What follows belongs to an exercise in optimizing a design on an open flow for small area, a short achievable clock period and few clock cycles; a production flow would make more cautious choices. Where RTL was checked, it was by simulation tests only, not by an equivalence proof against the original. Power figures rest on the tool's default switching activity, not on a simulated workload.

==> flow/design.v (excerpt) <==
module sssp_accel (
    input  logic        clk,
    input  logic        reset,
    input  logic        csr_cyc,
    input  logic        csr_stb,
    input  logic        csr_we,
    input  logic [31:0] csr_adr,
    input  logic [31:0] csr_dat_w,
    output logic        csr_ack,
    output logic [31:0] csr_dat_r,
    output logic        mem_cyc,
    output logic        mem_stb,
    output logic        mem_we,
    output logic [31:0] mem_adr,
    output logic [31:0] mem_dat_w,
    input  logic        mem_ack,
    input  logic [31:0] mem_dat_r
);
==> flow/config.mk <==
export PLATFORM = sky130hd
export DESIGN_NAME = sssp_accel
export DESIGN_NICKNAME = sssp_accel
export VERILOG_FILES = /design/flow/design.v
export SDC_FILE = /design/flow/constraint.sdc
export NUM_CORES = 4
export LEC_CHECK = 0
export CAP_MARGIN = 20
export CELL_PAD_IN_SITES_DETAIL_PLACEMENT = 0
export CELL_PAD_IN_SITES_GLOBAL_PLACEMENT = 1
export CORE_MARGIN = 2
export CORE_UTILIZATION = 45
export SETUP_SLACK_MARGIN = 5.0
export SLEW_MARGIN = 20
==> flow/constraint.sdc <==
create_clock -name core_clock -period 8.0 [get_ports {clk}]
set_input_delay 1.6000 -clock core_clock [delete_from_list [all_inputs] [get_ports {clk}]]
set_output_delay 1.6000 -clock core_clock [all_outputs]
set_load 0.01 [all_outputs]
standard.sh (not shown) runs the stock make flow with config.mk's settings and CLKGATE_MAP_FILE= SYNTH_SCRIPT=/design/flow/synth_recipe.tcl, a recipe that flattens the netlist after the stock synthesis.
==> flow/flow/run.sh <==
#!/bin/bash
# The standard layout (standard.sh, which also runs the standard synthesis),
# made with two changes to how the layout is built:
#  - the port buffers that global placement inserts are sky130_fd_sc_hd__buf_1
#    (the default pick is a delay buffer, larger and slower);
#  - clock tree synthesis clusters up to 25 sinks within 100 um per leaf
#    buffer and inserts no dummy loads.
# make's full output goes to standard.log here; ORFS keeps each step's log
# under orfs/logs/.
set -euo pipefail
export BUFFER_PORTS_ARGS="-buffer_cell sky130_fd_sc_hd__buf_1"
export CTS_ARGS="-sink_clustering_enable -repair_clock_nets -dont_use_dummy_load -sink_clustering_size 25 -sink_clustering_max_diameter 100"
bash standard.sh > standard.log 2>&1
==> next run, changes <==
--- a/flow/flow/run.sh
+++ b/flow/flow/run.sh
@@ -6 +6 @@
-#  - clock tree synthesis clusters up to 25 sinks within 100 um per leaf
+#  - clock tree synthesis clusters up to 20 sinks within 80 um per leaf
@@ -12 +12 @@
-export CTS_ARGS="-sink_clustering_enable -repair_clock_nets -dont_use_dummy_load -sink_clustering_size 25 -sink_clustering_max_diameter 100"
+export CTS_ARGS="-sink_clustering_enable -repair_clock_nets -dont_use_dummy_load -sink_clustering_size 20 -sink_clustering_max_diameter 80"
Synthesized area is unchanged.
Setup slack degrades by 0.15 ns.
Power came out higher by 3.1%.
Function was not checked in any run of this note: the RTL went through the layout flow alone.

sssp_accel, a different RTL version from the one above (not shown whole).
Size in the first run: ~1900 cells after synthesis, about 310 flip-flops, about 200 I/O pins.
==> flow/config.mk <==
export PLATFORM = sky130hd
export DESIGN_NAME = sssp_accel
export DESIGN_NICKNAME = sssp_accel
export VERILOG_FILES = /design/flow/design.v
export SDC_FILE = /design/flow/constraint.sdc
export NUM_CORES = 4
export LEC_CHECK = 0
export CAP_MARGIN = 20
export CELL_PAD_IN_SITES_DETAIL_PLACEMENT = 0
export CELL_PAD_IN_SITES_GLOBAL_PLACEMENT = 1
export CORE_MARGIN = 2
export CORE_UTILIZATION = 45
export SLEW_MARGIN = 20
==> flow/constraint.sdc <==
create_clock -name core_clock -period 8.0 [get_ports {clk}]
set_input_delay 1.6000 -clock core_clock [delete_from_list [all_inputs] [get_ports {clk}]]
set_output_delay 1.6000 -clock core_clock [all_outputs]
set_load 0.01 [all_outputs]
==> flow/flow/run.sh <==
#!/bin/bash
# The standard layout (standard.sh, which also runs the standard synthesis),
# made with two changes to how the layout is built:
#  - the port buffers that global placement inserts are sky130_fd_sc_hd__buf_1
#    (the default pick is a delay buffer, larger and slower);
#  - clock tree synthesis inserts no dummy loads.
# make's full output goes to standard.log here; ORFS keeps each step's log
# under orfs/logs/.
set -euo pipefail
export SETUP_SLACK_MARGIN=5.4
export BUFFER_PORTS_ARGS="-buffer_cell sky130_fd_sc_hd__buf_1"
export CTS_ARGS="-sink_clustering_enable -repair_clock_nets -dont_use_dummy_load"
bash standard.sh > standard.log 2>&1
Change:
==> flow/run.sh (new file) <==
#!/bin/bash
# synth_recipe.tcl (not shown) runs the flow's synth.tcl, then flattens the netlist and writes it again
# the make line also repeats each setting of config.mk as NAME=value (left out here)
make -C /OpenROAD-flow-scripts/flow DESIGN_CONFIG=/design/flow/config.mk WORK_HOME=/design/flow/orfs CLKGATE_MAP_FILE= SYNTH_SCRIPT=/design/flow/synth_recipe.tcl finish
Settings changed: SETUP_SLACK_MARGIN set to 5.0.
removed: flow/flow/run.sh
removed: flow/standard.sh
What happened: Worst setup slack loses 0.21 ns; power climbs by 4.6%; global-route usage is about the same; cell count drops by 0.62%; die area is unchanged; cell area climbs by 0.98%; routed wire length drops by 0.83%; area after synthesis is unchanged; sequential share of layout area drops by 0.69 points; sequential power barely changes.
No functional check of the RTL was part of any run of this note.

sssp_accel, a different RTL version from the one above (not shown whole).
Size in the first run: ~1800 cells after synthesis, about 260 flip-flops.
Settings: LEC_CHECK=0, CAP_MARGIN=20, CELL_PAD_IN_SITES_DETAIL_PLACEMENT=0, CELL_PAD_IN_SITES_GLOBAL_PLACEMENT=1, CORE_MARGIN=2, CORE_UTILIZATION=45, SETUP_SLACK_MARGIN=5.0, SLEW_MARGIN=20; clock period 8.0 ns.
==> flow/flow/run.sh <==
#!/bin/bash
# The standard layout (standard.sh, which also runs the standard synthesis),
# made with two changes to how the layout is built:
#  - the port buffers that global placement inserts are sky130_fd_sc_hd__buf_1
#    (the default pick is a delay buffer, larger and slower);
#  - clock tree synthesis clusters up to 25 sinks within 100 um per leaf
#    buffer and inserts no dummy loads.
# make's full output goes to standard.log here; ORFS keeps each step's log
# under orfs/logs/.
set -euo pipefail
export BUFFER_PORTS_ARGS="-buffer_cell sky130_fd_sc_hd__buf_1"
export CTS_ARGS="-sink_clustering_enable -repair_clock_nets -dont_use_dummy_load -sink_clustering_size 25 -sink_clustering_max_diameter 100 -sink_clustering_levels 1 -balance_levels"
bash standard.sh > standard.log 2>&1
Testbench counts at the start, summed over its fixed seeds: cycles 95,590.
==> next run, changes <==
--- a/flow/flow/run.sh
+++ b/flow/flow/run.sh
@@ -10,4 +10,4 @@
 set -euo pipefail
 export BUFFER_PORTS_ARGS="-buffer_cell sky130_fd_sc_hd__buf_1"
-export CTS_ARGS="-sink_clustering_enable -repair_clock_nets -dont_use_dummy_load -sink_clustering_size 25 -sink_clustering_max_diameter 100 -sink_clustering_levels 1 -balance_levels"
+export CTS_ARGS="-sink_clustering_enable -repair_clock_nets -dont_use_dummy_load -sink_clustering_size 25 -sink_clustering_max_diameter 100"
 bash standard.sh > standard.log 2>&1
Clock skew stays the same. Setup slack does not change. Wire length does not change. Count of clock-buffer cells in the layout does not change. Cell area stays the same. Combinational power hardly moves.

[static timing again, ports no longer ideal]
In the flow no input, the clock included, has a driving cell. The finished layouts below were timed again as built, in two steps. Step 1, drivers: a clkbuf_16 drives clk and a buf_2 each remaining input, both assumed. Step 2 moves the port delays by t, midway between the first and last clock arrival at a register: inputs arrive t later, outputs are due t later. That takes back most of the time a late clock gives input paths. Slacks: ideal / step 1 / step 2; pairs: ideal / step 1.
run	t, ns	setup WS [ns]	worst hold slack (ns)	clock arrival spread, ns	worst slew at a driven data input, ns
the first run of note 1	0.554	4.979 / 4.945 / 4.622	0.463 / 0.463 / 0.463	0.032 / 0.032	0.04
the second run of note 1	0.563	4.831 / 4.831 / 4.626	0.457 / 0.457 / 0.457	0.035 / 0.034	0.04
the first run of note 2	0.585	5.248 / 5.193 / 4.737	0.477 / 0.477 / 0.477	0.039 / 0.039	0.06
the second run of note 2	0.583	5.038 / 4.986 / 4.481	0.473 / 0.473 / 0.473	0.023 / 0.023	0.08
the first run of note 3	0.552	5.068 / 5.012 / 4.620	0.463 / 0.463 / 0.463	0.025 / 0.024	0.07
the second run of note 3	0.552	5.068 / 5.012 / 4.620	0.463 / 0.463 / 0.463	0.025 / 0.024	0.07
After both steps setup and hold are still met in every run listed. The setup slack of the second run of note 2, which loses most, moves by -0.052 ns with the drivers and by -0.557 ns with both steps.
